This design comes from an exercise in tuning for small area, a short achievable clock period and few clock cycles on the open sky130 flow, not from production work. The RTL was checked by simulation tests, not by an equivalence proof against the original design.

== quartz ==
Design csd_vector_unit, start of the top module:
module csd_vector_unit #(
    parameter int NUM_LANES   = DEF_NUM_LANES,
    parameter int DATA_WIDTH  = DEF_DATA_WIDTH,
    parameter int ACCUM_WIDTH = DEF_ACCUM_WIDTH,
    parameter int LEN_WIDTH   = DEF_LEN_WIDTH
) (
    input  logic                              clk,
    input  logic                              rst_n,
    input  logic                              cfg_valid,
    output logic                              cfg_ready,
    input  logic [LEN_WIDTH-1:0]              cfg_len,
    input  logic                              cfg_mode,
    input  logic [NUM_LANES-1:0]              cfg_break_mask,
    input  logic                              in_valid,
    output logic                              in_ready,
    input  logic [NUM_LANES*DATA_WIDTH-1:0]   in_act,
    input  logic [NUM_LANES*DATA_WIDTH-1:0]   in_wgt,
    input  logic [NUM_LANES-1:0]              in_nz_mask,
    output logic                              out_valid,
    input  logic                              out_ready,
    output logic [NUM_LANES*ACCUM_WIDTH-1:0]  out_data,
    output logic [NUM_LANES-1:0]              out_seg_mask,
    output logic                              busy
);
    logic                 cur_v, nxt_v;
    logic                 cur_zero, cur_first, cur_one;
    logic [LEN_WIDTH-1:0] cur_rem, nxt_len;
    logic [6:0]           cur_mask, nxt_mask, cfg_eff;
  ...
export LEC_CHECK = 0
export CAP_MARGIN = 0
export CORE_MARGIN = 2
export CORE_UTILIZATION = 60
export CTS_BUF_LIST = sky130_fd_sc_hd__clkbuf_4
export CTS_CLUSTER_SIZE = 24
export SETUP_SLACK_MARGIN = 3.0
export SLEW_MARGIN = 0
export TNS_END_PERCENT = 5
export BUFFER_PORTS_ARGS = -buffer_cell sky130_fd_sc_hd__buf_1
create_clock -name core_clock -period 7.5 [get_ports {clk}]
standard.sh (not shown) runs the stock make flow with config.mk's settings and CLKGATE_MAP_FILE= SYNTH_SCRIPT=/design/flow/synth_recipe.tcl, a recipe that flattens the netlist after the stock synthesis.
==> flow/flow/run.sh <==
#!/bin/bash
# The standard layout (the standard.sh), with port buffers that are plain
# sky130_fd_sc_hd__buf_1 cells rather than the delay buffers buffer_ports
# picks by itself. Every input and output port still gets its buffer.
set -euo pipefail
echo 'export BUFFER_PORTS_ARGS = -buffer_cell sky130_fd_sc_hd__buf_1' >> config.mk
cp config.mk config_mk_used.log
bash standard.sh > standard.log 2>&1
Testbench counts of quartz, summed over its fixed seeds: cycles 31,142.
The inputs of harbor differ from those of quartz as listed below.
- TNS_END_PERCENT removed (was 5)
- CTS_BUF_LIST removed (was sky130_fd_sc_hd__clkbuf_4)
- CAP_MARGIN changed from 0 to 20
- CTS_CLUSTER_SIZE removed (was 24)
- SLEW_MARGIN changed from 0 to 20
Notes after the runs:
Against quartz, harbor reports a count of cells resized by post-cts repair that is lower.
Lower met1 routing resource usage after global routing was reported by harbor, not quartz.
The following lists how onyx was set up differently from harbor:
- CTS_BUF_LIST newly set to sky130_fd_sc_hd__clkbuf_8
- TNS_END_PERCENT newly set to 5
- SETUP_SLACK_MARGIN changed from 3.0 to 3.4
From harbor to onyx the numbers moved as follows: post-layout worst setup margin rose by 0.11 ns, flip-flop and latch share of the layout cell area stayed essentially flat, number of cells upsized or downsized after cts rose by 82.
Fraction of the cycle the final worst path needs in onyx is 1.4 points below harbor.
Summary of onyx over harbor: final critical-path required period went down by 0.11 ns; first-iteration DRC count shows an increase of 291.

========
== JK ==
csd_vector_unit again, from the RTL that the note above started with.
// csd_vector_unit
module csd_vector_unit #(
    parameter int NUM_LANES   = DEF_NUM_LANES,
    parameter int DATA_WIDTH  = DEF_DATA_WIDTH,
    parameter int ACCUM_WIDTH = DEF_ACCUM_WIDTH,
    parameter int LEN_WIDTH   = DEF_LEN_WIDTH
) (
    input  logic                              clk,
    input  logic                              rst_n,
    input  logic                              cfg_valid,
    output logic                              cfg_ready,
    input  logic [LEN_WIDTH-1:0]              cfg_len,
    input  logic                              cfg_mode,
    input  logic [NUM_LANES-1:0]              cfg_break_mask,
    input  logic                              in_valid,
    output logic                              in_ready,
    input  logic [NUM_LANES*DATA_WIDTH-1:0]   in_act,
    input  logic [NUM_LANES*DATA_WIDTH-1:0]   in_wgt,
    input  logic [NUM_LANES-1:0]              in_nz_mask,
    output logic                              out_valid,
    input  logic                              out_ready,
    output logic [NUM_LANES*ACCUM_WIDTH-1:0]  out_data,
    output logic [NUM_LANES-1:0]              out_seg_mask,
    output logic                              busy
);
    logic                 cur_v, nxt_v;
    logic                 cur_zero, cur_first, cur_one;
    logic [LEN_WIDTH-1:0] cur_rem, nxt_len;
    logic [6:0]           cur_mask, nxt_mask, cfg_eff;
    logic       adv, go, beat_hs, pseudo, cfg_hs, out_hs, cur_adv, cur_load;
    logic       r_v, r_first, r_last, p_v, p_first, p_last, q_v, q_first, q_last;
    logic [6:0] r_mask, p_mask, q_mask;
    logic       ov_q;
    logic [6:0] om_q;
    logic [2:0] njobs;
    assign adv       = !(ov_q && !out_ready);
    assign cfg_eff   = cfg_mode ? cfg_break_mask[6:0] : 7'd0;
    assign cfg_ready = !nxt_v;
    assign cfg_hs    = cfg_valid && !nxt_v;
    assign out_hs    = ov_q && out_ready;
    assign go        = adv && cur_v && !(r_v && r_last);
    assign in_ready  = go && !cur_zero;
    assign beat_hs   = in_valid && in_ready;
    assign pseudo    = go && cur_zero;
    assign cur_adv   = pseudo || (beat_hs && cur_one);
    assign cur_load  = cur_adv || !cur_v;
    always_ff @(posedge clk or negedge rst_n) begin
        if (!rst_n) begin
            cur_v <= 1'b0;
            nxt_v <= 1'b0;
        end else begin
            if (cur_load) begin
  ...
==> flow/config.mk <==
export PLATFORM = sky130hd
export DESIGN_NAME = csd_vector_unit
export DESIGN_NICKNAME = csd_vector_unit
export VERILOG_FILES = /design/flow/design.v
export SDC_FILE = /design/flow/constraint.sdc
export NUM_CORES = 4
export LEC_CHECK = 0
export CAP_MARGIN = 20
export CORE_MARGIN = 2
export CORE_UTILIZATION = 60
export CTS_BUF_LIST = sky130_fd_sc_hd__clkbuf_8
export CTS_CLUSTER_SIZE = 24
export GPL_ROUTABILITY_DRIVEN = 0
export SETUP_SLACK_MARGIN = 3.0
export SLEW_MARGIN = 20
export TNS_END_PERCENT = 5
export BUFFER_PORTS_ARGS = -buffer_cell sky130_fd_sc_hd__buf_1
==> flow/constraint.sdc <==
create_clock -name core_clock -period 7.5 [get_ports {clk}]
set_input_delay 1.5000 -clock core_clock [delete_from_list [all_inputs] [get_ports {clk}]]
set_output_delay 1.5000 -clock core_clock [all_outputs]
set_load 0.01 [all_outputs]
Scripts as last shown in full above: flow/flow/run.sh
Testbench counts of JK, summed over its fixed seeds: cycles 31,142.
Here is what was changed in the inputs of MS compared with JK.
# JK
export LEC_CHECK = 0
export CAP_MARGIN = 20
export CORE_MARGIN = 2
export CORE_UTILIZATION = 60
export CTS_BUF_LIST = sky130_fd_sc_hd__clkbuf_8
export CTS_CLUSTER_SIZE = 24
export GPL_ROUTABILITY_DRIVEN = 0
export SETUP_SLACK_MARGIN = 3.0
export SLEW_MARGIN = 20
export TNS_END_PERCENT = 5
export BUFFER_PORTS_ARGS = -buffer_cell sky130_fd_sc_hd__buf_1
create_clock -name core_clock -period 7.5 [get_ports {clk}]
# MS
export LEC_CHECK = 0
export CAP_MARGIN = 20
export CORE_MARGIN = 2
export CORE_UTILIZATION = 60
export SETUP_SLACK_MARGIN = 3.0
export SLEW_MARGIN = 20
export TNS_END_PERCENT = 5
export BUFFER_PORTS_ARGS = -buffer_cell sky130_fd_sc_hd__buf_1
create_clock -name core_clock -period 7.5 [get_ports {clk}]
==> results.txt <==
Critical path depth: MS < JK
MS against JK; wire length on met1 is down slightly.
Least setup slack across all paths after layout was higher in JK than in MS.
MS went all the way through the flow, and no timing, DRC or antenna check failed.
Status: global-route usage parity (JK, MS)
The starting utilization of the core area was comparable across JK and MS.
JK → MS: multiplexer area fraction after synthesis roughly the same; met1 track demand over resource lower.
Changes in AL relative to MS:
# MS
export LEC_CHECK = 0
export CAP_MARGIN = 20
export CORE_MARGIN = 2
export CORE_UTILIZATION = 60
export SETUP_SLACK_MARGIN = 3.0
export SLEW_MARGIN = 20
export TNS_END_PERCENT = 5
export BUFFER_PORTS_ARGS = -buffer_cell sky130_fd_sc_hd__buf_1
create_clock -name core_clock -period 7.5 [get_ports {clk}]
# AL
export LEC_CHECK = 0
export CAP_MARGIN = 20
export CORE_MARGIN = 2
export CORE_UTILIZATION = 70
export SETUP_SLACK_MARGIN = 3.0
export SLEW_MARGIN = 20
export TNS_END_PERCENT = 5
export BUFFER_PORTS_ARGS = -buffer_cell sky130_fd_sc_hd__buf_1
create_clock -name core_clock -period 7.5 [get_ports {clk}]
--- outcome ---
- After detailed routing, MS needs less wire than AL.
- sky130_fd_sc_hd__fa_1 as the cell with the largest stage delay on the worst path was reported by AL, and sky130_fd_sc_hd__fa_2 by MS.
- On final instance area, MS and AL are neck and neck.
- Looking at share of the clock period used by the worst path, AL sits 0.55 points below MS.

[afterwards: timing with drivers on the ports]
Ports are ideal in the flow. The routed layouts listed here were re-timed in OpenROAD.
Step 1: set_driving_cell puts a clkbuf_16 on clk and a buf_2 on each other input, an assumption about the parent block.
Step 2, shift: input delay + t, output delay - t, t = (earliest + latest rising clock arrival at the registers) / 2. This alone moves slack from input paths to output paths.
Three values: no drivers, after step 1, after step 2; two values: the first two.
run	t, ns	slack for setup (ns)	worst register clock-pin slew, ns	worst data-port slew with drivers (ns)	pins driven straight from the clock port
quartz	1.153	2.851 / 2.851 / 2.851	0.09 / 0.09	0.09	1
harbor	0.746	2.872 / 2.872 / 2.872	0.06 / 0.06	0.09	1
onyx	0.887	2.979 / 2.979 / 2.979	0.07 / 0.07	0.10	1
JK	0.889	2.904 / 2.904 / 2.814	0.07 / 0.07	0.09	1
MS	0.730	2.859 / 2.859 / 2.859	0.07 / 0.07	0.10	1
AL	0.725	2.900 / 2.900 / 2.900	0.07 / 0.07	0.09	1
After both steps setup and hold are still met in every run listed. The setup slack of JK, which loses most, moves by 0.000 ns with the drivers and by -0.090 ns with both steps.
